Background: an optimization exercise with open tools, aiming at small area, a short achievable clock period and few clock cycles. Do not read the settings as production practice.
Where RTL was checked, it was by simulation tests only, not by an equivalence proof against the original.
No activity file was given, so power comes from the tool's default toggle rates.

Setup of middle:
## serial_command_line_parser_top
module serial_command_line_parser_top (
  input  logic        clk,
  input  logic        rst_n,
  input  logic        in_valid,
  output logic        in_ready,
  input  logic [7:0]  in_rx_byte,
  output logic        out_valid,
  input  logic        out_ready,
  output logic [3:0]  out_cmd_code,
  output logic [30:0] out_cmd_arg
);
For scale: about 1300 cells after synthesis, about 100 flip-flops, ~49 I/O pins, about 0.0088 mm² of cells after synthesis.
Settings: LEC_CHECK=0, ABC_AREA=1, CAP_MARGIN=20, CORE_MARGIN=2, CORE_UTILIZATION=40, SETUP_SLACK_MARGIN=5, SLEW_MARGIN=20; clock period 8.0 ns.
standard.sh (not shown) runs the stock make flow with config.mk's settings and CLKGATE_MAP_FILE= SYNTH_SCRIPT=/design/flow/synth_recipe.tcl, a recipe that flattens the netlist after the stock synthesis.
==> flow/flow/run.sh <==
#!/bin/bash
set -euo pipefail
bash standard.sh SETUP_SLACK_MARGIN=5.3 finish > flow_make.log 2>&1
middle completed end to end with timing, DRC and antenna clean.
Testbench counts of middle, summed over its fixed seeds: cycles 21,597.
### middle -> west
--- a/flow/design.v
+++ b/flow/design.v
@@ -421,24 +421,24 @@
     end
     if (core || bs_core)
       j0_r <= 1'b1;
     else if (live && !kill)
       j0_r <= 1'b0;
     else if (bsp && !dead_r && !at_start && !j0_r)
       j0_r <= (len_m1 == lnb_r);
     if (core || bs_core) begin
       lnb_r <= core ? len_p1 : len_m1;
       v_r   <= core ? t_v : {3'b000, v_r[3] & (v_r[2] | v_r[1])};
     end
-    if (kill) ld_r <= len_p1;
-    if (core && !dig_st) ds_r <= len_p1;
+    if (live) ld_r <= len_p1;
+    if (live && !dig_st) ds_r <= len_p1;
     z0_r <= z0_nxt;
     if (acc_en) acc_r <= acc_d;
     if (busy_r)
       dl_r <= t_ge ? 4'(t - 5'd10) : t[3:0];
     else if (bs_div)
       dl_r <= 4'd0;
     else if (pd_init || pd_first || pd_commit)
       dl_r <= dv;
     if (pd_init || pd_first)
       df_r <= 1'b1;
     else if (bs_df)
[summary]
The final layout from west, which completed every stage, passed the timing, design-rule and antenna checks at the end of the flow.
Comparing west with middle, the xor-xnor portion of the synthesized cell area came out essentially unchanged.
Least setup slack across all paths after layout, middle and west, lower one = west.
Compared west vs middle, and part of the power in combinational logic is up in west.
Changes observed in west relative to middle: number of placed instances, taps included -1.0%, post-layout total power increased about 8%, maximum number of pins on one net before global-route repair fell by 1, number of inserted filler cells in the final layout now sits lower, wire length the detailed router placed on met1 saw an increase.
In the route summary, west ends up with a via count exceeding that of middle.
Share of cell area taken by multi-input logic gates came out lower on west than on middle.
Function not checked in west: the RTL went through the layout flow alone.

========
Another version of the RTL of serial_command_line_parser_top (not shown whole).
For scale: roughly 1300 cells after synthesis, about 100 flip-flops, roughly 49 I/O pins.
clock: 8.0 ns
lec_check: 0
abc_area: 1
cap_margin: 20
core_margin: 2
core_utilization: 40
setup_slack_margin: 5
slew_margin: 20
Scripts as last shown in full above: flow/flow/run.sh
Testbench counts at the start, summed over its fixed seeds: cycles 21,597.
Edit:
--- a/flow/design.v
+++ b/flow/design.v
@@ -1,12 +1,13 @@
 package sclp_pkg;
   localparam int LINE_MAX = 32;
   localparam int ARG_W    = 31;
   localparam logic [ARG_W-1:0] SAT_MAX = {ARG_W{1'b1}};
   localparam logic [5:0] K_NONE  = 6'd10;   
-  localparam logic [5:0] K_BLANK = 6'd12;
+  localparam logic [5:0] K_TAB   = 6'd11;
+  localparam logic [5:0] K_SPACE = 6'd12;
   localparam logic [5:0] K_EOL   = 6'd13;
   localparam logic [5:0] K_BS    = 6'd14;
   localparam logic [5:0] K_OTHER = 6'd15;
   localparam logic [5:0] K_Q     = 6'd31;   
   localparam logic [5:0] K_A     = 6'd33;
   localparam logic [5:0] K_C     = 6'd35;
@@ -75,14 +76,16 @@
   assign f_dig   = (c[7:4] == 4'h3) && (c[3:0] <= 4'd9);
   always_comb begin
     if (f_bs)
       cls = K_BS;
     else if (f_eol)
       cls = K_EOL;
-    else if (f_blank)
-      cls = K_BLANK;
+    else if (c == 8'h20)
+      cls = K_SPACE;
+    else if (c == 8'h09)
+      cls = K_TAB;
     else if (c[7:6] == 2'b01)
       cls = {1'b1, c[4:0]};            
     else if (f_dig)
       cls = {2'b00, c[3:0]};
     else if (c == 8'h3F)
       cls = K_Q;
@@ -135,13 +138,13 @@
       ((s == 6'd11) && (c == K_P)) ||
       ((s == 6'd45) && (c == K_E)) ||   
       ((s == 6'd27) && (c == K_R)) ||
       ((s == 6'd55) && (c == K_I)) ||
       ((s == 6'd46) && (c == K_O)) ||
       ((s == 6'd29) && (c == K_D)) ||
-      ((s == 6'd59) && (c == K_BLANK));
+      ((s == 6'd59) && (c == K_SPACE));
   endfunction
   function automatic logic [5:0] start_st(input logic [5:0] c);
     case (c)
       K_I:     start_st = S_I1;
       K_T:     start_st = S_T1;
       K_M:     start_st = S_M1;
@@ -266,13 +269,13 @@
         S_C1: begin
           t_st = S_CF2;
           t_ok = (cls_r == K_F);
         end
         S_M3: begin
           t_st = S_MSP;
-          t_ok = is_blank;
+          t_ok = (cls_r == K_SPACE);
         end
         S_RST: begin
           t_st = S_RS;
           t_ok = is_dig && (dv <= 4'd7);
         end
         S_PSP: begin
@@ -406,13 +409,13 @@
         dead_r <= 1'b0;
       else if (kill)
         dead_r <= 1'b1;
     end
   end
   always_ff @(posedge clk) begin
-    if (take) begin
+    if (rdy_r) begin
       cls_r <= cls_in;
       fe_r  <= fe_in;
       fb_r  <= fb_in;
       fk_r  <= fk_in;
       fd_r  <= fd_in;
     end
@@ -423,14 +426,14 @@
     else if (bsp && !dead_r && !at_start && !j0_r)
       j0_r <= (len_m1 == lnb_r);
     if (core || bs_core) begin
       lnb_r <= core ? len_p1 : len_m1;
       v_r   <= core ? t_v : {3'b000, v_r[3] & (v_r[2] | v_r[1])};
     end
-    if (kill) ld_r <= len_p1;
-    if (core && !dig_st) ds_r <= len_p1;
+    if (live) ld_r <= len_p1;
+    if (live && !dig_st) ds_r <= len_p1;
     z0_r <= z0_nxt;
     if (acc_en) acc_r <= acc_d;
     if (busy_r)
       dl_r <= t_ge ? 4'(t - 5'd10) : t[3:0];
     else if (bs_div)
       dl_r <= 4'd0;
@@ -447,9 +450,9 @@
     if (busy_r)
       ls_r <= ls_r - 6'd1;
     else if (bs_div)
       ls_r <= 6'd30;
     else if (pd_sat)
       ls_r <= len_r;
-    if (emit) code_r <= hit_code;
+    if (!ov_r) code_r <= hit_code;
   end
 endmodule
Outcome:
- worst setup slack gets better by 0.043 ns
- design area climbs by 3.6%
- total power climbs by 27%
- global-route usage climbs by 1.8 points
- count of clock-buffer cells in the layout climbs by 2
- die area stays flat
The RTL of the second run of this note was laid out without a check of its function.

==> separate check: timing with driven ports <==
Ports are ideal in the flow. The routed layouts listed here were re-timed in OpenROAD.
Step 1 (the two cells are an assumption about what drives the block):
set clk [get_ports {clk}]
set_driving_cell -lib_cell sky130_fd_sc_hd__clkbuf_16 $clk
set_driving_cell -lib_cell sky130_fd_sc_hd__buf_2 [delete_from_list [all_inputs] $clk]
Step 2 also shifts input and output timing later by t, the mid clock arrival at the registers, as if the neighbouring blocks saw the same clock.
Three values: no drivers, after step 1, after step 2; two values: the first two.
| run | shift t [ns] | slack for setup (ns) | worst setup path after step 2 | worst register clock-pin slew, ns | pins driven straight from the clock port |
|---|---|---|---|---|---|
| middle | 0.400 | 5.336 / 5.290 / 4.963 | input to register | 0.08 / 0.08 | 1 |
| west | 0.401 | 5.282 / 5.240 / 4.962 | input to register | 0.08 / 0.08 | 1 |
| the first run of note 2 | 0.408 | 5.271 / 5.225 / 4.990 | input to register | 0.09 / 0.09 | 1 |
| the second run of note 2 | 0.393 | 5.314 / 5.274 / 5.005 | input to register | 0.07 / 0.07 | 1 |
After both steps setup and hold are still met in every run listed. For middle, which loses most, drivers alone change the setup slack by -0.046 ns; drivers and shift together by -0.373 ns.
